This design comes from an exercise in tuning for small area on the open sky130 flow, not from production work. In this exercise RTL edits were held to simulation tests only and were not proved equivalent to the original. Power figures rest on the tool's default switching activity, not on a simulated workload.

## design/flow/flow/post_floorplan.tcl

```tcl
# After floorplan: return the read selector's AND-OR-invert gates that
# synthesis upsized to the smallest drive strength; each drives one gate input.
set n 0
foreach inst [get_cells *] {
  if { [get_property $inst ref_name] == "sky130_fd_sc_hd__a22oi_2" } {
    replace_cell $inst sky130_fd_sc_hd__a22oi_1
    incr n
  }
}
puts "Downsized $n a22oi_2 cells to a22oi_1"
```

## design/flow/config.mk

```make
export PLATFORM = sky130hd
export DESIGN_NAME = reg_file
export DESIGN_NICKNAME = reg_file
export VERILOG_FILES = /design/flow/design.v
export SDC_FILE = /design/flow/constraint.sdc
export NUM_CORES = 8
export LEC_CHECK = 0
export CAP_MARGIN = 20
export CORE_MARGIN = 2
export CORE_UTILIZATION = 40
export PLACE_DENSITY = 0.75
export SLEW_MARGIN = 20
export SYNTH_HIERARCHICAL = 1
```

## design/flow/standard.sh

```bash
#!/bin/bash
# synth_recipe.tcl (not shown) runs the flow's synth.tcl, then flattens the netlist and writes it again
# the make line also repeats each setting of config.mk as NAME=value (left out here)
make -C /OpenROAD-flow-scripts/flow DESIGN_CONFIG=/design/flow/config.mk WORK_HOME=/design/flow/orfs CLKGATE_MAP_FILE= SYNTH_SCRIPT=/design/flow/synth_recipe.tcl "${@:-finish}"
```

## design/flow/design.v

```verilog
module rf_aoi222 (
  input  logic a0, b0, a1, b1, a2, b2,
  output logic y
);
  assign y = ~((a0 & b0) | (a1 & b1) | (a2 & b2));
endmodule
module rf_aoi22 (
  input  logic a0, b0, a1, b1,
  output logic y
);
  assign y = ~((a0 & b0) | (a1 & b1));
endmodule
module rf_nand4 (
  input  logic [3:0] a,
  output logic       y
);
  assign y = ~&a;
endmodule
module rf_nand3 (
  input  logic [2:0] a,
  output logic       y
);
  assign y = ~&a;
endmodule
module rf_or3 (
  input  logic [2:0] a,
  output logic       y
);
  assign y = |a;
endmodule
module rf_rdbit (
  input  logic [31:0] sel,
  input  logic [31:0] d,
  output logic        y
);
  logic [10:0] t;
  for (genvar g = 0; g < 10; g++) begin : g_aoi
    rf_aoi222 u_aoi (
      .a0(sel[3*g]),   .b0(d[3*g]),
      .a1(sel[3*g+1]), .b1(d[3*g+1]),
      .a2(sel[3*g+2]), .b2(d[3*g+2]),
      .y(t[g])
    );
  end
  rf_aoi22 u_aoi_last (
    .a0(sel[30]), .b0(d[30]),
    .a1(sel[31]), .b1(d[31]),
    .y(t[10])
  );
  logic [2:0] p;
  rf_nand4 u_n0 (.a(t[3:0]),  .y(p[0]));
  rf_nand4 u_n1 (.a(t[7:4]),  .y(p[1]));
  rf_nand3 u_n2 (.a(t[10:8]), .y(p[2]));
  rf_or3   u_or (.a(p),       .y(y));
endmodule
module reg_file #(
  parameter int DATA_WIDTH = 64,
  parameter int ADDR_WIDTH = 5,
  parameter int ZERO_REG   = 31
) (
  input  logic                  clk,
  input  logic                  rst_n,
  input  logic [ADDR_WIDTH-1:0] read_reg1,
  input  logic [ADDR_WIDTH-1:0] read_reg2,
  input  logic [ADDR_WIDTH-1:0] write_reg,
  input  logic [DATA_WIDTH-1:0] write_data,
  input  logic                  reg_write,
  output logic [DATA_WIDTH-1:0] read_data1,
  output logic [DATA_WIDTH-1:0] read_data2
);
  localparam int NUM_REGS = 32;
  logic [DATA_WIDTH-1:0] regs [NUM_REGS-1];
  logic [NUM_REGS-2:0]   written;
  logic write_live;
  assign write_live = reg_write && rst_n;
  logic [NUM_REGS-2:0] wen;
  logic [NUM_REGS-1:0] sel1, sel2;
  logic                byp1, byp2;
  for (genvar k = 0; k < NUM_REGS - 1; k++) begin : g_dec
    localparam logic [ADDR_WIDTH-1:0] NUM = ADDR_WIDTH'((k < ZERO_REG) ? k : k + 1);
    assign wen[k]  = write_live && (write_reg == NUM);
    assign sel1[k] = rst_n && (read_reg1 == NUM) && written[k] && !byp1;
    assign sel2[k] = rst_n && (read_reg2 == NUM) && written[k] && !byp2;
  end
  assign byp1 = write_live && (write_reg == read_reg1) && (read_reg1 != ADDR_WIDTH'(ZERO_REG));
  assign byp2 = write_live && (write_reg == read_reg2) && (read_reg2 != ADDR_WIDTH'(ZERO_REG));
  assign sel1[NUM_REGS-1] = byp1;
  assign sel2[NUM_REGS-1] = byp2;
  always_ff @(posedge clk or negedge rst_n) begin
    if (!rst_n) begin
      written <= '0;
    end else begin
      written <= written | wen;
    end
  end
  always_ff @(posedge clk) begin
    for (int k = 0; k < NUM_REGS - 1; k++) begin
      if (wen[k]) begin
        regs[k] <= write_data;
      end
    end
  end
  for (genvar b = 0; b < DATA_WIDTH; b++) begin : g_bit
    logic [NUM_REGS-1:0] d;
    for (genvar k = 0; k < NUM_REGS - 1; k++) begin : g_k
      assign d[k] = regs[k][b];
    end
    assign d[NUM_REGS-1] = write_data[b];
    rf_rdbit u_rd1 (.sel(sel1), .d(d), .y(read_data1[b]));
    rf_rdbit u_rd2 (.sel(sel2), .d(d), .y(read_data2[b]));
  end
endmodule
```

## design/flow/flow/post_global_place.tcl

```tcl
# After timing-driven global placement: the buffer trees that placement's
# repair built on each net with many loads (the read selects, the write
# enables and the write data) are replaced by one buffer at the loads'
# centroid, and the net's driver is returned to the smallest drive strength.
# The resizer's repair after placement then sizes that buffer.
set min_fanout 30
set buf_cell sky130_fd_sc_hd__buf_4
set block [ord::get_db_block]
proc is_tree_buf {inst} {
  set m [[$inst getMaster] getName]
  return [expr {[regexp {__(buf|clkbuf)_\d+$} $m] && ![regexp {^(input|output)\d+} [$inst getName]]}]
}
proc out_net {inst} {
  foreach it [$inst getITerms] { if {[$it isOutputSignal]} { return [$it getNet] } }
  return "NULL"
}
proc sinks {net} {
  set s {}
  foreach it [$net getITerms] { if {[$it isInputSignal]} { lappend s $it } }
  return $s
}
# Collect the tree below a net: buffers and the final sink pins.
proc tree {net bufs_var leaves_var} {
  upvar $bufs_var bufs
  upvar $leaves_var leaves
  foreach it [sinks $net] {
    set i [$it getInst]
    if {[is_tree_buf $i]} {
      lappend bufs $i
      set on [out_net $i]
      if {$on != "NULL"} { tree $on bufs leaves }
    } else {
      lappend leaves $it
    }
  }
}
# Pass 1: the nets to re-buffer, by driver, and the buffers to remove.
set drivers {}
set allbufs {}
foreach net [$block getNets] {
  if {[$net getSigType] != "SIGNAL"} continue
  set drv ""
  foreach it [$net getITerms] { if {[$it isOutputSignal]} { set drv [$it getInst] } }
  if {$drv == "" || [is_tree_buf $drv]} continue
  set bufs {}; set leaves {}
  tree $net bufs leaves
  if {[llength $leaves] < $min_fanout || [llength $bufs] == 0} continue
  lappend drivers [$drv getName]
  foreach b $bufs { lappend allbufs [$b getName] }
}
puts "post_global_place: [llength $drivers] nets, [llength $allbufs] buffers to remove"
# remove_buffers removes every buffer that is not dont_touch, so the others
# are marked dont_touch for the call.
set keep {}
foreach inst [$block getInsts] {
  if {[regexp {__(buf|clkbuf)_\d+$} [[$inst getMaster] getName]] && [lsearch -exact $allbufs [$inst getName]] < 0} {
    lappend keep [$inst getName]
  }
}
if {[llength $keep] > 0} { set_dont_touch [get_cells $keep] }
if {[llength $allbufs] > 0} { remove_buffers }
if {[llength $keep] > 0} { unset_dont_touch [get_cells $keep] }
# Pass 2: one buffer per net at the loads' centroid; the driver then drives
# a single buffer input, so it goes back to the smallest drive strength.
set dbu [$block getDbUnitsPerMicron]
set done 0
foreach dn $drivers {
  set drv [$block findInst $dn]
  set net [out_net $drv]
  if {$net == "NULL"} { puts "post_global_place: no net on $dn [[$drv getMaster] getName]"; continue }
  set leaves [sinks $net]
  set sx 0; set sy 0
  foreach it $leaves { set l [[$it getInst] getLocation]; incr sx [lindex $l 0]; incr sy [lindex $l 1] }
  set n [llength $leaves]
  set cx [expr {double($sx) / $n / $dbu}]; set cy [expr {double($sy) / $n / $dbu}]
  insert_buffer -net [$net getName] -buffer_cell $buf_cell -location [list $cx $cy]
  set m [[$drv getMaster] getName]
  if {[regexp {^(.*)_(\d+)$} $m -> base sz] && $sz > 1 && ![regexp {^(input|output)\d+} $dn]} {
    if {[llength [get_lib_cells */${base}_1]] > 0} { replace_cell [get_cells $dn] ${base}_1 }
  }
  incr done
}
puts "post_global_place: $done nets, removed [llength $allbufs] buffers"
```

## design/flow/constraint.sdc

```tcl
create_clock -name core_clock -period 10.0 [get_ports {clk}]
set_input_delay 2.0000 -clock core_clock [delete_from_list [all_inputs] [get_ports {clk}]]
set_output_delay 2.0000 -clock core_clock [all_outputs]
set_load 0.01 [all_outputs]
```

## design/flow/flow/run.sh

```bash
#!/bin/bash
# Layout flow: the standard ORFS flow (standard.sh) with these changes:
#  - the read selector's gates that synthesis upsized are downsized after
#    floorplan (post_floorplan.tcl);
#  - port buffers are the smallest buffer;
#  - after global placement, each net with many loads gets one buffer in
#    place of the buffer tree placement built (post_global_place.tcl);
#  - the clock tree uses larger sink clusters and no dummy loads.
# Each tool's output goes to a log file in this folder.
here=$(pwd)
export BUFFER_PORTS_ARGS="-buffer_cell sky130_fd_sc_hd__buf_1"
export CTS_ARGS="-sink_clustering_enable -repair_clock_nets -sink_clustering_size 27 -sink_clustering_max_diameter 100 -buf_list sky130_fd_sc_hd__clkbuf_16 -dont_use_dummy_load"
export POST_FLOORPLAN_TCL=$here/flow/post_floorplan.tcl
export POST_GLOBAL_PLACE_TCL=$here/flow/post_global_place.tcl
bash standard.sh > flow_standard.log 2>&1
```

==> run notes, run 1 <==
status failed layout checks; SO Viols max-capacitance violations, max-slew violations; most common cell in the netlist edfxtp_1; unrepaired setup endpoints after global routing false; CORE AREA 0.197 mm²; hold_buf cts 0; Cell Int Power 11000 µW; Final TNS setup 0 ns; crit path DAT 7.73 ns; Warnings, synthesis 8; top cell type's share of synthesized area 75.1%; total gr overflow 0; die width 449 µm; LEAKAGE around 0.026 µW; TritonCTS clock tree done; post-DR wirelength/cell roughly 45 µm; syn avg cell area between 15 and 20 µm²; DRT iter0 DRCs a little over 20000; GRT Total Usage 31.5%; fin crit period 9.73 ns; post-synth net total between 4000 and 5000; clock root buffer clkbuf_16; die height 449 µm; worst vdd ir 0.000124 V; Synth area leaders edfxtp_1 75%, a222oi_1 16%, nand4_1 2.2%; Longest Clk Path Bufs 3; largest net degree at the start of global routing 83; initial antenna violation count 39; most common library cells after synthesis 1984 x edfxtp_1, 1280 x a222oi_1, 273 x nand4_1; nets@finish 4726; Max Slew Vio Count 4; final wirelength roughly 330 mm; Worst-Margin Slew 1.64 ns; Synth async-reset ratio 1.54%; NetSw 2980 µW; CTS Sinks 2015; MaxCap Viol Count 2; Layout fillers approximately 17000; Initial Util 40.2%; critical path launch point type primary input; switch share between 20% and 30%; CTS Buf Count 85; Worst-Skew Late Latency 0.75 ns; final hold violations 0; post-route antenna net violation count 0; hold crit path type reg2reg; IO Count 210; fin crit share 97.3%; sequential area share after synthesis 76.1%; clock share of power 28.7%; first-pass GRT wire length about 450 mm; vias per cell roughly 8.4; Worst EP required 8.00 ns; hpwl dp 158 mm; Final setup viols 0; Cell Area, Synth 0.0793 mm²; Seq cells post-synth 2015; pre-CTS WS 0.885 ns; vias in the first global route about 58000; cts repair resizes 0; fraction of layout cells with a size suffix above 1 approximately 7.0%; Reg clk slew, reported paths 0.10 ns; worst-path fanout max roughly 80; Worst Setup End Kind output pin; ys flop type edfxtp_1; worst setup margin approximately 0.27 ns; Clock Skews 0 ns; number of port buffers 209; Cell variety after synth 36; combinational power share between 4 and 5%; Slew HR -9.92%; DIE AREA 0.202 mm²; top cell type by total area after synthesis edfxtp_1; TritonRoute pass-1 iters 28; DR vias 61200; power per cell area 161 mW/mm²; WS Path Type in2out; H-tree Lvls 3; DRC 0; Cell Rows 163; number of synthesized flops with an enable pin 1984; post-CTS setup-driven buffer insertion count 0; fmax about 0.10 GHz; sequential power share 67.1%; Mapped Cells between 4000 and 5000; Area Growth Syn to Fin 9.44%
metrics by stage:
stage               cell area, µm²  hold WS, ns  std cells  power [µW]  util [%]
floorplan                    79300        0.457       4199        9780         -
global placement             84700        0.477       7207       10100      42.9
detailed placement           84200        0.484       7184       10100      42.7
CTS                          86300        0.507       7269       13900      43.8
global route                 86700        0.532       7293       14200      44.0
finish                       86800        0.513       7305       14000      44.0
power by group through the flow:
stage	logic (µW)	registers, µW	clock network (µW)
floorplan	208	9570	0
global placement	538	9580	0
detailed placement	549	9580	0
CTS	550	9390	3950
global route	597	9400	4220
finish	583	9390	4020
routing by layer:
metal / vias up / GRT usage [%] / wire length (µm)
met5: - / 4.24 / 714
met4: 44 / 24.0 / 35100
met3: 2123 / 18.1 / 67500
met2: 8103 / 44.3 / 135000
met1: 29100 / 34.5 / 90900
li1: 21900 / - / -
layout by cell type (no fill, tap or decap), types with 16 or more instances in the layout:
cell       count
diode_2       23
clkbuf_2      24
or3_1        128
nor2_1        63
or2_2         16
a22oi_1      128
buf_6         78
nand2_1       20
buf_1        184
a222oi_1    1280
edfxtp_1    1984
nand3_1      157
nor2_2        22
buf_4         64
dfrtp_1       31
clkbuf_16     85
o21bai_1      16
nand4_1      273
path summary, 6_finish.rpt:
kind                                   from        endpoint  slack (ns)  depth (start not counted)
min in group asynchronous             rst_n     written[25]        1.45                          2
worst min-delay path             written[4]      written[4]        0.51                          1
max in group asynchronous             rst_n      written[3]        8.13                          2
worst min register to register   written[4]      written[4]        0.51                          1
worst max-delay path                  rst_n  read_data2[50]        0.27                         12
worst max register to register  written[19]     written[19]        9.16                          1
cell families after synthesis:
kind of cell / synth area share [%]
xor gates and xnor gates: 0.107
buffers and inverters: 0.128
DFF: 76.1
AOI/OAI and AO/OA: 18.4
and+or+nand+nor: 5.23
per-module statistics from Yosys (local to each module, per instance), a selection:
| module | flip-flops and latches | cells |
|---|---|---|
| rf_aoi22 | 0 | 1 |
| rf_nand3 | 0 | 1 |
| rf_aoi222 | 0 | 1 |
| reg_file | 2015 | 2279 |
| rf_or3 | 0 | 1 |
| rf_nand4 | 0 | 1 |
layout make-up:
class                      count  area, µm²  share of cell area, %
antenna                       23       57.6                 0.0663
multi-input combinational   2166      18200                   21.0
tap                         2640       3300                   3.81
timing repair buffer         374       2670                   3.08
inverter                       2       7.51                0.00865
clock buffer                  85       2130                   2.45
sequential                  2015      60400                   69.6
worst max-delay path, stage by stage:
cell and delay (ns):
clkbuf_2 0.15, buf_4 0.54, o2111ai_2 0.23, a211oi_1 1.13
buf_6 0.81, nor2_2 0.41, buf_4 0.43, buf_16 0.31
a222oi_1 0.49, nand4_1 0.17, or3_1 0.69, buf_1 0.23
state kept, by name (all words and copies together), names as in the netlist:
| name | cells |
|---|---|
| written | 31 |
| regs | 1984 |
==> run 2: changes to the inputs <==
--- a/design/flow/flow/post_global_place.tcl
+++ b/design/flow/flow/post_global_place.tcl
@@ -1,6 +1,6 @@
 # After timing-driven global placement: the buffer trees that placement's
 # repair built on each net with many loads (the read selects, the write
-# enables and the write data) are replaced by one buffer at the loads'
-# centroid, and the net's driver is returned to the smallest drive strength.
+# enables and the write data) are replaced by one buffer next to the net's
+# driver, and the driver is returned to the smallest drive strength.
 # The resizer's repair after placement then sizes that buffer.
 set min_fanout 30
@@ -61,5 +61,5 @@
 if {[llength $allbufs] > 0} { remove_buffers }
 if {[llength $keep] > 0} { unset_dont_touch [get_cells $keep] }
-# Pass 2: one buffer per net at the loads' centroid; the driver then drives
+# Pass 2: one buffer per net next to its driver, which then drives
 # a single buffer input, so it goes back to the smallest drive strength.
 set dbu [$block getDbUnitsPerMicron]
@@ -69,9 +69,6 @@
   set net [out_net $drv]
   if {$net == "NULL"} { puts "post_global_place: no net on $dn [[$drv getMaster] getName]"; continue }
-  set leaves [sinks $net]
-  set sx 0; set sy 0
-  foreach it $leaves { set l [[$it getInst] getLocation]; incr sx [lindex $l 0]; incr sy [lindex $l 1] }
-  set n [llength $leaves]
-  set cx [expr {double($sx) / $n / $dbu}]; set cy [expr {double($sy) / $n / $dbu}]
+  set dl [$drv getLocation]
+  set cx [expr {double([lindex $dl 0]) / $dbu}]; set cy [expr {double([lindex $dl 1]) / $dbu}]
   insert_buffer -net [$net getName] -buffer_cell $buf_cell -location [list $cx $cy]
   set m [[$drv getMaster] getName]
==> run 2 against run 1 <==
  * The run now finishes clean
  * Utilization is 0.14 points lower
  * Critical path depth stayed put
  * Register-to-register slack hardly changed
  * Global-route usage is 3.4 points lower
  * Sequential power hardly changed
  * Setup slack better by 1.5 ns
  * Clock power hardly changed
  * Routed wire length is 9.5% lower
  * First-iteration DRC count is 8.7% lower
  * Flip-flop and latch count stayed put
  * Critical path type unchanged
  * Critical endpoint is now read_data2[5]
==> run notes, run 2 <==
status no timing/DRC/antenna violations; first-pass GRT wire length 411 mm; unrepaired setup endpoints after global routing false; DRT iter0 DRCs 18900; Largest stage delay, worst path 0.78 ns; worst vdd ir 0.000157 V; DIE AREA 0.202 mm²; Layout fillers 16600; most common cell in the netlist edfxtp_1; Cell Rows about 160; Top Registers regs (1984), written (31); Mapped Cells 4199; hold path start written[21]; Top reg by flops regs; Warnings, synthesis 8; TritonCTS clock tree done; reg2reg start written[30]; post-CTS setup-driven buffer insertion count 0; Synth area leaders edfxtp_1 75%, a222oi_1 16%, nand4_1 2.2%; syn avg cell area 18.9 µm²; post-layout util 43.9%; Reg clk slew, reported paths ~0.11 ns; Max Slew Vio Count 0; crit path DAT 6.20 ns; DRC 0; Largest register FFs 1984; Final TNS setup 0 ns; initial antenna violation count 12; worst-path cell with the longest stage delay buf_6; Slew HR 11.6%; FF-to-FF setup slack 9.16 ns; most frequent cells in the layout 1984 x edfxtp_1, 1280 x a222oi_1, 273 x nand4_1; die height 449 µm; Area Growth Syn to Fin 9.09%; Worst-Skew Late Latency 0.74 ns; most common library cells after synthesis 1984 x edfxtp_1, 1280 x a222oi_1, 273 x nand4_1; fmax approximately 0.12 GHz; post-DR wirelength/cell approximately 41 µm; worst setup margin roughly 1.8 ns; Cell variety after synth 36; number of port buffers 209; fraction of layout cells with a size suffix above 1 6.18%; Initial Util 40.2%; nets@finish 4715; CORE AREA 0.197 mm²; Worst EP required 8.00 ns; worst-path fanout max between 80 and 90; top cell type by total area after synthesis edfxtp_1; final hold violations 0; Cell Area, Synth 0.0793 mm²; GRT Total Usage 28.0%; LEAKAGE 0.0258 µW; sequential area share after synthesis 76.1%; top cell type's share of synthesized area 75.1%; worst path cell trace clkbuf_2 > buf_4 > o2111ai_2 > a211oi_1 > buf_6 > nor2_1 > buf_4 > buf_12 > a222oi_1 > nand4_1 > or3_1 > buf_1; most common cell after layout, fill and taps aside edfxtp_1; die width 449 µm; pre-CTS WS approximately 1.9 ns; vias in the first global route approximately 57000; CTS Sinks around 2000; final wirelength 298 mm; WS Path Type in2out; IO Count 210; WHS Path Cells 1; cts repair resizes 0; worst r2r path cells 1; hold_buf cts 0; vias per cell between 8 and 9; post-route antenna net violation count 0; largest net degree at the start of global routing 83; fin crit period ~8 ns; H-tree Lvls 3; most numerous cell on the critical path buf_4; hold crit path type reg2reg; number of synthesized flops with an enable pin 1984; total gr overflow 0; Clock Skews 0 ns; ys flop type edfxtp_1; post-synth net total 4281; Worst Hold Endpoint written[21]; hpwl dp 139 mm; critical path launch point type primary input; Seq cells post-synth 2015; Worst Setup End Kind output pin; Synth async-reset ratio under 10%; power per cell area 161 mW/mm²; clock root buffer clkbuf_16; Longest Clk Path Bufs 3; CTS Buf Count between 80 and 90; Worst-Margin Slew about 1.3 ns; MaxCap Viol Count 0; Final setup viols 0; r2r endpoint written[30]; TritonRoute pass-1 iters 15; fin crit share 82.0%; DR vias 58900
==> run 2: critical path: cells and delay by family <==
kind	cells	cell delay (ns)
buffers and inverters	6	2.21
and+or+nand+nor	3	0.98
AOI/OAI and AO/OA	3	0.88
==> run 2: final cells by class <==
cell class                 count  area [µm²]  area share, %
antenna                        5        12.5         0.0145
clock buffer                  86        2150           2.49
inverter                       2        7.51        0.00868
multi-input combinational   2166       18200           21.0
sequential                  2015       60400           69.8
tap                         2640        3300           3.82
timing repair buffer         362        2500           2.89
==> run 2: cell families (layout without fill, tap and decap cells) <==
group	after synthesis	after routing	share of synthesized area (%)
compound gates	1431	1431	18.4
xor+xnor	8	8	0.107
buf+inv	18	450	0.128
flops	2015	2015	76.1
other cells	0	5	0
simple gates	727	727	5.23
==> run 2: stage by stage <==
| step | power (µW) | cell area [µm²] | hold slack, ns | cells |
|---|---|---|---|---|
| 2_1_floorplan | 9780 | 79300 | 0.457 | 4199 |
| 6_report | 13900 | 86500 | 0.514 | 7276 |
| 4_1_cts | 13900 | 86200 | 0.508 | 7264 |
| 3_5_place_dp | 10100 | 84000 | 0.482 | 7178 |
| 3_3_place_gp | 10100 | 84700 | 0.477 | 7207 |
| 5_1_grt | 14200 | 86500 | 0.529 | 7275 |
==> run 2: worst max-delay path by stage <==
stage / startpoint / to / slack [ns] / depth (start not counted)
2_1_floorplan: read_reg2[2] / read_data2[0] / 0.04 / 8
3_3_place_gp: rst_n / read_data2[54] / 1.87 / 10
3_5_place_dp: rst_n / read_data2[9] / 1.87 / 11
4_1_cts: rst_n / read_data2[9] / 1.87 / 11
5_1_grt: rst_n / read_data2[12] / 1.65 / 12
6_report: rst_n / read_data2[5] / 1.80 / 12
==> run 2: where the power goes <==
part           internal (µW)  total [µW]  switching [µW]
combinational            140         559             419
clock                   1550        3990            2450
sequential              9340        9390            47.7
total                  11000       13900            2910
==> run 2: modules after synthesis, one instance, submodules excluded, excerpt <==
module / cell area [µm²] / cells inside / copies in the design
reg_file: 61800 / 2279 / 1
rf_aoi22: 12.5 / 1 / 128
rf_aoi222: 10.0 / 1 / 1280
rf_nand4: 6.26 / 1 / 256
rf_or3: 6.26 / 1 / 128
rf_nand3: 5.00 / 1 / 128
==> run 2: per-layer routing <==
layer	track usage, %	up-vias	share of wire (%)
met1	33.2	28300	29
met4	19.2	8	8.7
met2	43.2	7210	44
met5	0.331	-	0.025
li1	-	21800	-
met3	9.32	1631	18
==> run 3: changes to the inputs <==
--- a/design/flow/config.mk
+++ b/design/flow/config.mk
@@ -9,5 +9,4 @@
 export CORE_MARGIN = 2
 export CORE_UTILIZATION = 40
-export PLACE_DENSITY = 0.75
 export SLEW_MARGIN = 20
 export SYNTH_HIERARCHICAL = 1
==> run 3 against run 2 <==
  * Final area increased by 0.13%
  * Largest power group unchanged
  * Non-clock buffer count increased by 11
  * Sequential share of layout area decreased by 0.088 points
  * Cell count increased by 0.21%
  * Critical endpoint is now read_data2[52]
  * Routed wire length increased by 3.2%
  * Flip-flop and latch count unchanged
==> run notes, run 3 <==
status no timing/DRC/antenna violations; hold_buf cts 0; DRT iter0 DRCs 16200; MaxCap Viol Count 0; fin crit period 8.53 ns; initial antenna violation count 13; most common cell in the netlist edfxtp_1; Layout fillers 17100; GRT Total Usage 29.2%; Reg clk slew, reported paths between 0.1 and 0.15 ns; switch share 21.2%; Worst EP required 8.00 ns; power per cell area 162 mW/mm²; largest net degree at the start of global routing 83; final hold violations 0; WS Path Type in2out; most common cell after layout, fill and taps aside edfxtp_1; Seq cells post-synth 2015; CTS Buf Count 86; Top reg by flops regs; post-route cell area 0.0866 mm²; cts repair resizes 0; FF-to-FF setup slack 9.14 ns; DIE AREA slightly above 0.2 mm²; Largest register FFs 1984; fin crit share 85.3%; sequential power share 67.1%; placed cell area between 0.08 and 0.09 mm²; critical path launch point type primary input; sequential area share after synthesis 76.1%; DRC 0; NetSw 2960 µW; die width around 450 µm; nets@finish 4726; WHS Path Cells 1; r2r endpoint written[25]; fraction of layout cells with a size suffix above 1 between 6 and 7%; H-tree Lvls 3; worst vdd ir about 0.00013 V; Final setup viols 0; hold crit path type reg2reg; hpwl dp 148 mm; post-synth net total about 4300; Cell Int Power 11000 µW; number of port buffers 209; Worst-Margin Slew 1.27 ns; LEAKAGE 0.0259 µW; Cell variety after synth 36; syn avg cell area 18.9 µm²; Warnings, synthesis 8; Synth async-reset ratio 1.54%; worst-path fanout max 82; hold path start written[10]; clock root buffer clkbuf_16; Synth area leaders edfxtp_1 75%, a222oi_1 16%, nand4_1 2.2%; top cell type by total area after synthesis edfxtp_1; CORE AREA a little under 0.2 mm²; Area Growth Syn to Fin 9.23%; clock share of power about 29%; combinational power share roughly 4.0%; Max Slew Vio Count 0; total gr overflow 0; top cell type's share of synthesized area roughly three quarters; Longest Clk Path Bufs 3; Clock Skews 0 ns; fmax 0.117 GHz; die height 449 µm; DR vias between 50000 and 60000; Initial Util 40.2%; most frequent cells in the layout 1984 x edfxtp_1, 1280 x a222oi_1, 273 x nand4_1; unrepaired setup endpoints after global routing false; Worst-Skew Late Latency 0.73 ns; Final TNS setup 0 ns; Worst Setup End Kind output pin; Cell Rows between 150 and 200; Worst Hold Endpoint written[10]; CTS Sinks about 2000; Cell Area, Synth 0.0793 mm²; first-pass GRT wire length 422 mm; post-route antenna net violation count 0; IO Count between 200 and 250; number of synthesized flops with an enable pin roughly 2000; TritonCTS clock tree done; vias per cell between 7 and 8; ys flop type edfxtp_1; most common library cells after synthesis 1984 x edfxtp_1, 1280 x a222oi_1, 273 x nand4_1; Slew HR between 10% and 20%; reg2reg start written[25]; final wirelength between 300 and 400 mm; worst r2r path cells 1; crit path DAT approximately 6.5 ns; post-CTS setup-driven buffer insertion count 0; Mapped Cells 4199; post-DR wirelength/cell 42.2 µm; Top Registers regs (1984), written (31); TritonRoute pass-1 iters 13; vias in the first global route 55800
-- run 3: worst max-delay path by stage --
stage                endpoint  cells past startpoint    startpoint
2_1_floorplan   read_data2[0]                      8  read_reg2[2]
4_1_cts        read_data2[10]                     11         rst_n
6_report       read_data2[52]                     12         rst_n
3_3_place_gp   read_data1[52]                     11  read_reg1[0]
5_1_grt        read_data2[52]                     12         rst_n
3_5_place_dp   read_data2[50]                     11         rst_n
-- run 3: per-stage QoR --
stage / setup WS [ns] / power [µW] / std cells / utilization (%) / hold slack [ns]
after floorplan: 0.0449 / 9780 / 4199 / - / 0.457
after global placement: 1.75 / 10100 / 7241 / 43.0 / 0.478
after detailed placement: 1.64 / 10100 / 7190 / 42.7 / 0.487
after CTS: 1.65 / 14000 / 7276 / 43.8 / 0.511
after global routing: 1.41 / 14300 / 7285 / 43.9 / 0.531
final: 1.47 / 14000 / 7291 / 43.9 / 0.514
-- run 3: critical path, stage by stage --
cell and delay [ns]:
clkbuf_2 0.08, buf_4 0.52, o2111ai_2 0.28, a211oi_1 0.29, buf_6 0.85, nor2_1 0.11, buf_4 0.31, buf_16 0.23
a222oi_1 0.48, nand4_1 0.41, or3_1 0.59, buf_1 0.18
-- run 3: cell families (layout without fill, tap and decap cells) --
kind of cell	count (synthesis)	count (layout)	synth area share, %
other	0	9	0
buffers and inverters	18	461	0.128
xor gates and xnor gates	8	8	0.107
and+or+nand+nor	727	727	5.23
AOI/OAI and AO/OA	1431	1431	18.4
DFF	2015	2015	76.1
-- run 3: cell type report --
type | count | area [µm²] | share of cell area (%)
inverters | 2 | 7.51 | 0.00867
multi-input cells | 2166 | 18200 | 21.0
well taps | 2640 | 3300 | 3.81
repair buffers | 373 | 2600 | 3.00
diodes | 9 | 22.5 | 0.0260
clock buffers | 86 | 2150 | 2.48
flip-flops and latches | 2015 | 60400 | 69.7
-- run 3: modules after synthesis, one instance, submodules excluded, a selection --
module	times used	area, µm²	cells inside	flops+latches
rf_aoi222	1280	10.0	1	0
rf_aoi22	128	12.5	1	0
rf_nand4	256	6.26	1	0
rf_nand3	128	5.00	1	0
rf_or3	128	6.26	1	0
reg_file	1	61800	2279	2015
-- run 3: routing by layer --
metal  global-route usage (%)  vias up  routed length, µm
met5                        0        -                 72
met4                     16.4       10              19300
met3                     7.93     1002              46300
met2                     45.1     5640             137000
met1                     37.2    29200             105000
li1                         -    21800                  -
-- run 3: power by group through the flow --
stage               Combinational, µW  Sequential [µW]  Clock, µW
floorplan                         208             9570          0
CTS                               551             9390       4060
global route                      587             9400       4330
detailed placement                550             9580          0
global placement                  552             9580          0
finish                            562             9390       4040
==> run 4: changes to the inputs <==
--- a/design/flow/flow/run.sh
+++ b/design/flow/flow/run.sh
@@ -10,5 +10,5 @@
 here=$(pwd)
 export BUFFER_PORTS_ARGS="-buffer_cell sky130_fd_sc_hd__buf_1"
-export CTS_ARGS="-sink_clustering_enable -repair_clock_nets -sink_clustering_size 27 -sink_clustering_max_diameter 100 -buf_list sky130_fd_sc_hd__clkbuf_16 -dont_use_dummy_load"
+export CTS_ARGS="-sink_clustering_enable -repair_clock_nets -sink_clustering_size 29 -sink_clustering_max_diameter 100 -buf_list sky130_fd_sc_hd__clkbuf_16 -dont_use_dummy_load"
 export POST_FLOORPLAN_TCL=$here/flow/post_floorplan.tcl
 export POST_GLOBAL_PLACE_TCL=$here/flow/post_global_place.tcl
==> run 4 against run 3 <==
  * Still clean
  * Setup slack better by 0.036 ns
  * Critical path depth is 1 lower
  * Clock skew stayed put
  * Synthesized cell count stayed put
  * Combinational power hardly changed
  * Critical path type unchanged
  * Critical endpoint unchanged
==> run notes, run 4 <==
status no timing/DRC/antenna violations; Largest register FFs 1984; initial antenna violation count 15; post-route cell area 0.0865 mm²; Max Slew Vio Count 0; Cell Count, Final, Fillers Out 7289; LEAKAGE roughly 0.026 µW; hold crit path type reg2reg; final wirelength 308 mm; post-synth net total 4281; top cell type's share of synthesized area 75.1%; fmax 0.118 GHz; Warnings, synthesis 8; most common cell in the netlist edfxtp_1; worst r2r path cells 1; hold path start written[18]; worst-path fanout max 82; fin crit share 84.9%; vias per cell 7.93; GRT Total Usage 29.1%; WHS Path Cells 1; fin crit period between 8 and 9 ns; worst path cell trace clkbuf_2 > buf_4 > o2111ai_2 > a211oi_1 > buf_6 > nor3_1 > buf_4 > a222oi_1 > nand4_1 > or3_1 > buf_1; Final setup viols 0; final hold violations 0; Worst Setup End Kind output pin; Reg clk slew, reported paths 0.12 ns; top cell type by total area after synthesis edfxtp_1; MaxCap Viol Count 0; most frequent cells in the layout 1984 x edfxtp_1, 1280 x a222oi_1, 273 x nand4_1; largest net degree at the start of global routing 83; most common library cells after synthesis 1984 x edfxtp_1, 1280 x a222oi_1, 273 x nand4_1; Top reg by flops regs; WS Path Type in2out; post-route antenna net violation count 0; fraction of layout cells with a size suffix above 1 under 10%; die height 449 µm; clock root buffer clkbuf_16; Top Registers regs (1984), written (31); crit path DAT 6.49 ns; number of synthesized flops with an enable pin 1984; Largest stage delay, worst path 0.84 ns; TritonRoute pass-1 iters 11; ys flop type edfxtp_1; Slew HR 16.3%; WHS 0.516 ns; Initial Util 40.2%; total gr overflow 0; Area Growth Syn to Fin 9.06%; Longest Clk Path Bufs 3; DRC 0; DRT iter0 DRCs 16000; most numerous cell on the critical path buf_4; TritonCTS clock tree done; number of port buffers between 200 and 250; die width roughly 450 µm; DR vias 57800; sequential area share after synthesis between 70% and 80%; Worst-Skew Late Latency 0.71 ns; Worst-Margin Slew 1.25 ns; power per cell area 161 mW/mm²; hpwl dp ~150 mm; Cell Rows 163; reg2reg start written[25]; post-CTS setup-driven buffer insertion count 0; placed insts approximately 7200; CORE AREA around 0.20 mm²; nets@finish 4720; CTS Buf Count 81; Cell variety after synth 36; placed cell area 0.0842 mm²; Synth async-reset ratio 1.54%; syn avg cell area 18.9 µm²; first-pass GRT wire length 421 mm; Critical Path Start rst_n; Cell Area, Synth around 0.08 mm²; Seq cells post-synth between 2000 and 2500; unrepaired setup endpoints after global routing false; worst-path cell with the longest stage delay buf_6; H-tree Lvls 3; most common cell after layout, fill and taps aside edfxtp_1; DIE AREA 0.202 mm²; Mapped Cells roughly 4200; CTS Sinks 2015; Worst EP required 8.00 ns; post-DR wirelength/cell about 42 µm; Synth area leaders edfxtp_1 75%, a222oi_1 16%, nand4_1 2.2%; hold_buf cts 0; IO Count 210; vias in the first global route roughly 56000; cts repair resizes 0; worst vdd ir 0.000130 V; critical path launch point type primary input; Layout fillers 17100; Clock Skews 0 ns; Final TNS setup 0 ns
run 4: cell counts after synthesis:
No cell type changed its count.
run 4: stage by stage:
stage                     utilization, %  setup slack [ns]  power, µW
after detailed placement            42.7              1.64      10100
after floorplan                        -            0.0449       9780
after global placement              43.0              1.75      10100
after global routing                43.8              1.45      14200
final                               43.8              1.51      13900
after CTS                           43.7              1.65      13900
run 4: final cells by class:
cell class                      instances  area, µm²  share of cell area [%]
Antenna cell                           13       32.5                  0.0376
Clock buffer                           81       2030                    2.34
Inverter                                2       7.51                 0.00868
Multi-Input combinational cell       2166      18200                    21.0
Sequential cell                      2015      60400                    69.8
Tap cell                             2640       3300                    3.82
Timing Repair Buffer                  372       2570                    2.98
run 4: metal layers:
metal / track usage [%] / share of wire [%] / up-vias
li1: - / - / 21800
met1: 37.0 / 34 / 29100
met2: 44.7 / 45 / 5774
met3: 7.93 / 15 / 1048
met4: 17.1 / 6.5 / 8
met5: 0 / 0.017 / -
run 4: logic make-up after synthesis:
logic type,Yosys count,synth area share [%]
flops,2015,76.1
compound gates,1431,18.4
xor+xnor,8,0.107
buf+inv,18,0.128
simple gates,727,5.23
run 4: modules after synthesis, one instance, submodules excluded, a selection:
module	cells inside	copies in the design	flops+latches	cell area [µm²]
reg_file	2279	1	2015	61800
rf_aoi22	1	128	0	12.5
rf_aoi222	1	1280	0	10.0
rf_nand4	1	256	0	6.26
rf_or3	1	128	0	6.26
rf_nand3	1	128	0	5.00
run 4: path summary, 6_finish.rpt:
kind                            slack (ns)             end
worst min-delay path                  0.52     written[18]
max in group asynchronous             8.09      written[7]
min in group asynchronous             1.41      written[9]
worst max register to register        9.15     written[25]
worst max-delay path                  1.51  read_data2[52]
worst min register to register        0.52     written[18]
run 4: critical path: cells and delay by family:
| kind | cells | cell delay [ns] |
|---|---|---|
| simple gates | 3 | 1.11 |
| buf+inv | 5 | 2.17 |
| compound gates | 3 | 1.04 |
run 4: power breakdown:
group	total, µW	switching [µW]	internal [µW]
sequential	9390	47.6	9340
combinational	562	420	142
clock	3940	2480	1460
==> run 5: changes to the inputs <==
--- a/design/flow/flow/run.sh
+++ b/design/flow/flow/run.sh
@@ -10,5 +10,5 @@
 here=$(pwd)
 export BUFFER_PORTS_ARGS="-buffer_cell sky130_fd_sc_hd__buf_1"
-export CTS_ARGS="-sink_clustering_enable -repair_clock_nets -sink_clustering_size 29 -sink_clustering_max_diameter 100 -buf_list sky130_fd_sc_hd__clkbuf_16 -dont_use_dummy_load"
+export CTS_ARGS="-sink_clustering_enable -repair_clock_nets -sink_clustering_size 16 -sink_clustering_max_diameter 80 -buf_list sky130_fd_sc_hd__clkbuf_8 -dont_use_dummy_load"
 export POST_FLOORPLAN_TCL=$here/flow/post_floorplan.tcl
 export POST_GLOBAL_PLACE_TCL=$here/flow/post_global_place.tcl
--- a/design/flow/config.mk
+++ b/design/flow/config.mk
@@ -9,4 +9,5 @@
 export CORE_MARGIN = 2
 export CORE_UTILIZATION = 40
+export PLACE_DENSITY = 0.75
 export SLEW_MARGIN = 20
 export SYNTH_HIERARCHICAL = 1
==> run 5 against run 4 <==
  * Combinational power decreased by 0.7%
  * Register-to-register slack about the same
  * Sequential share of layout area increased by 0.11 points
  * Clock skew unchanged
  * Non-clock buffer count decreased by 11
  * Clock power decreased by 3%
  * Routed wire length decreased by 2.7%
  * Critical path depth increased by 1
  * Final area decreased by 0.15%
  * Die area unchanged
  * Fmax increased by 3.2%
  * Largest power group unchanged
==> run notes, run 5 <==
IO Count 210; Cell variety after synth 36; vias per cell between 8 and 9; Cell Area, Synth 0.0793 mm²; met2 routed WL 130 mm; ys flop type edfxtp_1; hold_buf cts 0; Max Slew Vio Count 0; Worst Setup End Kind output pin; TritonRoute pass-1 iters 14; vias in the first global route 57500; post-DR wirelength/cell ~41 µm; Area Growth Syn to Fin 8.89%; Worst EP required approximately 8.0 ns; Slew HR 19.9%; LEAKAGE approximately 0.026 µW; die height 449 µm; largest net degree at the start of global routing 83; top cell type's share of synthesized area 75.1%; Top Registers regs (1984), written (31); final wirelength ~300 mm; sequential area share after synthesis 76.1%; die width around 450 µm; Warnings, synthesis 8; syn avg cell area about 19 µm²; Largest register FFs around 2000; status no timing/DRC/antenna violations; most common cell after layout, fill and taps aside edfxtp_1; DIE AREA 0.202 mm²; WHS 0.517 ns; Longest Clk Path Bufs 3; H-tree Lvls 4; fmax 0.122 GHz; DRT iter0 DRCs between 15000 and 20000; wl on met1 87.5 mm; unrepaired setup endpoints after global routing false; Top reg by flops regs; Seq cells post-synth around 2000; FF/Latch Area a little over 0.06 mm²; post-route antenna net violation count 0; Multi-input gate area 0.0182 mm²; top cell type by total area after synthesis edfxtp_1; final hold violations 0; most common library cells after synthesis 1984 x edfxtp_1, 1280 x a222oi_1, 273 x nand4_1; initial antenna violation count 10; most frequent cells in the layout 1984 x edfxtp_1, 1280 x a222oi_1, 273 x nand4_1; hold crit path type reg2reg; Initial Util 40.2%; Final TNS setup 0 ns; CTS Buf Count about 150; Final setup viols 0; worst vdd ir 0.000126 V; most common cell in the netlist edfxtp_1; post-synth net total 4281; critical path launch point type primary input; post-layout util 43.8%; Reg clk slew, reported paths 0.10 ns; post-CTS setup-driven buffer insertion count 0; GRT Total Usage 28.2%; clock root buffer clkbuf_8; CTS Sinks just over 2000; fin crit share between 80 and 90%; hpwl dp between 100 and 150 mm; power per cell area 159 mW/mm²; first-pass GRT wire length 413 mm; total gr overflow 0; Mapped Cells 4199; worst-path fanout max slightly above 80; fraction of layout cells with a size suffix above 1 7.34%; Final Power 13800 µW; Worst-Margin Slew 1.20 ns; placed insts 7178; DR vias 59200; top routing layer used met5; Clock Skews 0 ns; Synth async-reset ratio 1.54%; Layout fillers 16700; nets@finish 4773; fin crit period just over 8 ns; crit path DAT 6.23 ns; number of synthesized flops with an enable pin roughly 2000; Cell Count, Final, Fillers Out 7340; Synth area leaders edfxtp_1 75%, a222oi_1 16%, nand4_1 2.2%; Cell Rows 163; cts repair resizes 0; WS Path Type in2out; Worst-Skew Late Latency 0.97 ns; number of port buffers 209; DRC 0; CORE AREA 0.197 mm²; MaxCap Viol Count 0; TritonCTS clock tree done; DR WL met3 55.4 mm
-- run 5: power by group --
group | total, µW | internal [µW] | switching [µW]
logic | 558 | 140 | 418
registers | 9390 | 9340 | 48.1
clock network | 3820 | 1300 | 2510
total | 13800 | 10800 | 2980
-- run 5: critical path, stage by stage --
cell and delay [ns]:
clkbuf_2 0.07, buf_4 0.50, o2111ai_2 0.22, a211oi_1 0.26, buf_6 0.76, nor2_1 0.11, buf_4 0.40, buf_12 0.34
a222oi_1 0.39, nand4_1 0.15, or3_1 0.67, buf_1 0.22
-- run 5: metal layers --
layer	track usage (%)	vias to the layer above
met3	9.77	1684
met1	33.3	28300
met5	0	-
li1	-	21900
met4	19.8	4
met2	43.2	7326
-- run 5: through the flow --
step / cell area, µm² / setup slack, ns
after global placement: 84700 / 1.87
after CTS: 86000 / 1.86
final: 86300 / 1.77
after global routing: 86300 / 1.61
after floorplan: 79300 / 0.0449
after detailed placement: 84000 / 1.87
-- run 5: area by class of cell --
cell class / instances / share of cell area [%]
sequential: 2015 / 69.9
clock buffer: 145 / 2.31
antenna: 11 / 0.0319
timing repair buffer: 361 / 2.87
tap: 2640 / 3.83
inverter: 2 / 0.00870
multi-input combinational: 2166 / 21.0
-- run 5: path summary, 6_finish.rpt --
path,to,cells after the start,slack (ns),start
max in group asynchronous,written[5],2,8.37,rst_n
setup / recovery,read_data2[50],12,1.77,rst_n
hold / removal,written[9],1,0.52,written[9]
setup reg to reg,written[25],1,9.16,written[25]
hold reg to reg,written[9],1,0.52,written[9]
min in group asynchronous,written[20],2,1.14,rst_n
-- run 5: modules after synthesis (local to each module, per instance), a selection --
module     times used  cells
rf_aoi222        1280      1
rf_aoi22          128      1
rf_nand4          256      1
rf_or3            128      1
rf_nand3          128      1
reg_file            1   2279
-- run 5: kinds of logic after synthesis --
logic type	Yosys count	share of synthesized area, %
AO/OA/AOI/OAI	1431	18.4
buffers and inverters	18	0.128
XOR/XNOR	8	0.107
AND/OR/NAND/NOR	727	5.23
flip-flops	2015	76.1
==> run 6: changes to the inputs <==
--- a/design/flow/flow/run.sh
+++ b/design/flow/flow/run.sh
@@ -10,5 +10,5 @@
 here=$(pwd)
 export BUFFER_PORTS_ARGS="-buffer_cell sky130_fd_sc_hd__buf_1"
-export CTS_ARGS="-sink_clustering_enable -repair_clock_nets -sink_clustering_size 16 -sink_clustering_max_diameter 80 -buf_list sky130_fd_sc_hd__clkbuf_8 -dont_use_dummy_load"
+export CTS_ARGS="-sink_clustering_enable -repair_clock_nets -sink_clustering_size 27 -sink_clustering_max_diameter 100 -buf_list sky130_fd_sc_hd__clkbuf_16 -dont_use_dummy_load"
 export POST_FLOORPLAN_TCL=$here/flow/post_floorplan.tcl
 export POST_GLOBAL_PLACE_TCL=$here/flow/post_global_place.tcl
--- a/design/flow/flow/post_global_place.tcl
+++ b/design/flow/flow/post_global_place.tcl
@@ -2,5 +2,6 @@
 # repair built on each net with many loads (the read selects, the write
 # enables and the write data) are replaced by one buffer next to the net's
-# driver, and the driver is returned to the smallest drive strength.
+# driver, and the driver is returned to the smallest drive strength; where
+# the driver is an input port's buffer, that buffer is resized instead.
 # The resizer's repair after placement then sizes that buffer.
 set min_fanout 30
@@ -69,9 +70,15 @@
   set net [out_net $drv]
   if {$net == "NULL"} { puts "post_global_place: no net on $dn [[$drv getMaster] getName]"; continue }
+  if {[regexp {^input\d+} $dn]} {
+    # An input port's buffer drives the net itself, sized like the others.
+    replace_cell [get_cells $dn] $buf_cell
+    incr done
+    continue
+  }
   set dl [$drv getLocation]
   set cx [expr {double([lindex $dl 0]) / $dbu}]; set cy [expr {double([lindex $dl 1]) / $dbu}]
   insert_buffer -net [$net getName] -buffer_cell $buf_cell -location [list $cx $cy]
   set m [[$drv getMaster] getName]
-  if {[regexp {^(.*)_(\d+)$} $m -> base sz] && $sz > 1 && ![regexp {^(input|output)\d+} $dn]} {
+  if {[regexp {^(.*)_(\d+)$} $m -> base sz] && $sz > 1 && ![regexp {^output\d+} $dn]} {
     if {[llength [get_lib_cells */${base}_1]] > 0} { replace_cell [get_cells $dn] ${base}_1 }
   }
--- a/design/flow/config.mk
+++ b/design/flow/config.mk
@@ -9,5 +9,4 @@
 export CORE_MARGIN = 2
 export CORE_UTILIZATION = 40
-export PLACE_DENSITY = 0.75
 export SLEW_MARGIN = 20
 export SYNTH_HIERARCHICAL = 1
==> run 6 against run 5 <==
  * Still clean
  * Utilization about the same
  * Total power increased by 1.6%
  * Non-clock buffer count decreased by 42
  * Clock skew unchanged
  * Hold slack got worse by 0.0080 ns
  * Critical path type unchanged
==> run notes, run 6 <==
status no timing/DRC/antenna violations; Cell Area, Synth 0.0793 mm²; fin crit period 8.40 ns; Slew HR approximately 16%; CTS Buf Count 86; first-pass GRT wire length 421 mm; TritonRoute pass-1 iters 14; critical path launch point type primary input; DIE AREA approximately 0.20 mm²; fmax 0.119 GHz; Layout fillers ~17000; top cell type by total area after synthesis edfxtp_1; post-route antenna net violation count 0; post-CTS setup-driven buffer insertion count 0; fin crit share 84.0%; worst vdd ir 0.000132 V; placed insts 7138; Worst EP required 8.00 ns; nets@finish 4672; largest net degree at the start of global routing 83; Clock Skews 0 ns; crit path DAT about 6.4 ns; Warnings, synthesis 8; Worst-Margin Slew 1.27 ns; clock root buffer clkbuf_16; H-tree Lvls 3; Seq cells post-synth ~2000; Mapped Cells 4199; DRT iter0 DRCs 16000; Max Slew Vio Count 0; most common cell after layout, fill and taps aside edfxtp_1; number of synthesized flops with an enable pin between 1500 and 2000; worst-path fanout max a little over 80; hpwl dp 149 mm; Top Registers regs (1984), written (31); unrepaired setup endpoints after global routing false; Cell variety after synth 36; fraction of layout cells with a size suffix above 1 6.17%; die width around 450 µm; MaxCap Viol Count 0; ys flop type edfxtp_1; Final Power 14000 µW; power per cell area ~160 mW/mm²; DRC 0; worst setup margin between 1.5 and 2 ns; vias in the first global route 55500; cts repair resizes 0; IO Count 210; syn avg cell area 18.9 µm²; Final TNS setup 0 ns; CORE AREA 0.197 mm²; most common library cells after synthesis 1984 x edfxtp_1, 1280 x a222oi_1, 273 x nand4_1; post-synth net total 4281; hold_buf cts 0; Reg clk slew, reported paths 0.11 ns; Worst-Skew Late Latency about 0.74 ns; sequential area share after synthesis 76.1%; Final setup viols 0; post-DR wirelength/cell around 42 µm; number of port buffers roughly 210; initial antenna violation count 12; TritonCTS clock tree done; final wirelength 307 mm; most frequent cells in the layout 1984 x edfxtp_1, 1280 x a222oi_1, 273 x nand4_1; Cell Rows 163; top cell type's share of synthesized area about three quarters; Area Growth Syn to Fin 8.93%; Synth async-reset ratio 1.54%; pre-CTS WS 1.74 ns; Largest register FFs 1984; CTS Sinks 2015; total gr overflow 0; Top reg by flops regs; DR vias ~58000; most common cell in the netlist edfxtp_1; GRT Total Usage 29.1%; Synth area leaders edfxtp_1 75%, a222oi_1 16%, nand4_1 2.2%; final hold violations 0; hold crit path type reg2reg; Cell Count, Final, Fillers Out 7237; WS Path Type in2out; LEAKAGE 0.0258 µW; Initial Util between 40% and 50%; Longest Clk Path Bufs 3; Worst Setup End Kind output pin; vias per cell 7.95; die height 449 µm
run 6: cell counts after synthesis:
Identical to the previous run, type by type.
run 6: per-module statistics from Yosys, one instance, submodules excluded, excerpt:
module	cell area, µm²	copies in the design	flip-flops and latches	cells
reg_file	61800	1	2015	2279
rf_aoi22	12.5	128	0	1
rf_aoi222	10.0	1280	0	1
rf_nand4	6.26	256	0	1
rf_or3	6.26	128	0	1
rf_nand3	5.00	128	0	1
run 6: layer usage:
metal | track usage (%) | routed length [µm]
met1 | 37.5 | 105000
met2 | 45.3 | 137000
met3 | 7.34 | 45400
met4 | 15.8 | 19200
met5 | 0.0473 | 72
run 6: kinds of logic after synthesis:
family	count (synthesis)	synth area share [%]
AO/OA/AOI/OAI	1431	18.4
XOR/XNOR	8	0.107
buffers and inverters	18	0.128
flip-flops	2015	76.1
AND/OR/NAND/NOR	727	5.23
run 6: area by class of cell:
class / count / area (µm²) / share of cell area, %
timing repair buffer: 319 / 2360 / 2.73
sequential: 2015 / 60400 / 69.9
clock buffer: 86 / 2150 / 2.49
antenna: 9 / 22.5 / 0.0261
tap: 2640 / 3300 / 3.82
multi-input combinational: 2166 / 18200 / 21.0
inverter: 2 / 7.51 / 0.00869
run 6: path summary, 6_finish.rpt:
path                        startpoint             end  slack [ns]  depth (start not counted)
max                              rst_n  read_data2[52]        1.60                         10
min                        written[21]     written[21]        0.51                          1
max reg2reg                written[19]     written[19]        9.15                          1
min reg2reg                written[21]     written[21]        0.51                          1
max in group asynchronous        rst_n      written[7]        8.22                          1
min in group asynchronous        rst_n     written[12]        1.30                          1
run 6: where the power goes:
group | switching [µW] | leakage, µW | internal, µW
Combinational | 416 | 0.00649 | 137
Clock | 2490 | 0.00106 | 1550
Sequential | 47.2 | 0.0182 | 9340
Total | 2960 | 0.0258 | 11000
run 6: metrics by stage:
stage,utilization (%),cell area [µm²],hold WS [ns]
2_1_floorplan,-,79300,0.457
3_3_place_gp,43.0,84900,0.478
3_5_place_dp,42.6,84000,0.484
5_1_grt,43.8,86300,0.530
4_1_cts,43.7,86200,0.508
6_report,43.8,86400,0.509
run 6: worst max-delay path: stages:
cell and delay (ns):
buf_4 0.51, o2111ai_2 0.27, a211oi_1 0.29, buf_6 0.86, nor3_1 0.12, buf_4 0.54
a222oi_1 0.45, nand4_1 0.41, or3_1 0.61, buf_1 0.18

==> re-timing with driven ports <==
How much do the figures lean on ideal ports? The routed layouts below were timed once more, with nothing changed but the port constraints.
Step 1, drivers: a clkbuf_16 drives clk and a buf_2 each remaining input, both assumed.
Step 2 adds t to the input delays and takes it off the output delays; t is the mean of the earliest and latest rising clock arrival at the registers after step 1. Input paths then give back, and output paths get back, about the clock's delay inside the block.
a / b / c = no drivers / after step 1 / after step 2; a / b = the first two.
| run | t, ns | setup WS [ns] | worst slew at a driven data input, ns |
|---|---|---|---|
| run 1 | 0.839 | 0.266 / 0.239 / 0.239 | 0.20 |
| run 2 | 0.820 | 1.801 / 1.774 / 1.774 | 0.20 |
| run 3 | 0.833 | 1.475 / 1.449 / 1.449 | 0.21 |
| run 4 | 0.828 | 1.511 / 1.485 / 1.485 | 0.22 |
| run 5 | 0.993 | 1.771 / 1.743 / 1.743 | 0.20 |
| run 6 | 0.823 | 1.597 / 1.572 / 1.572 | 0.22 |
For run 5, which loses most, drivers alone change the setup slack by -0.028 ns; drivers and shift together by -0.028 ns.
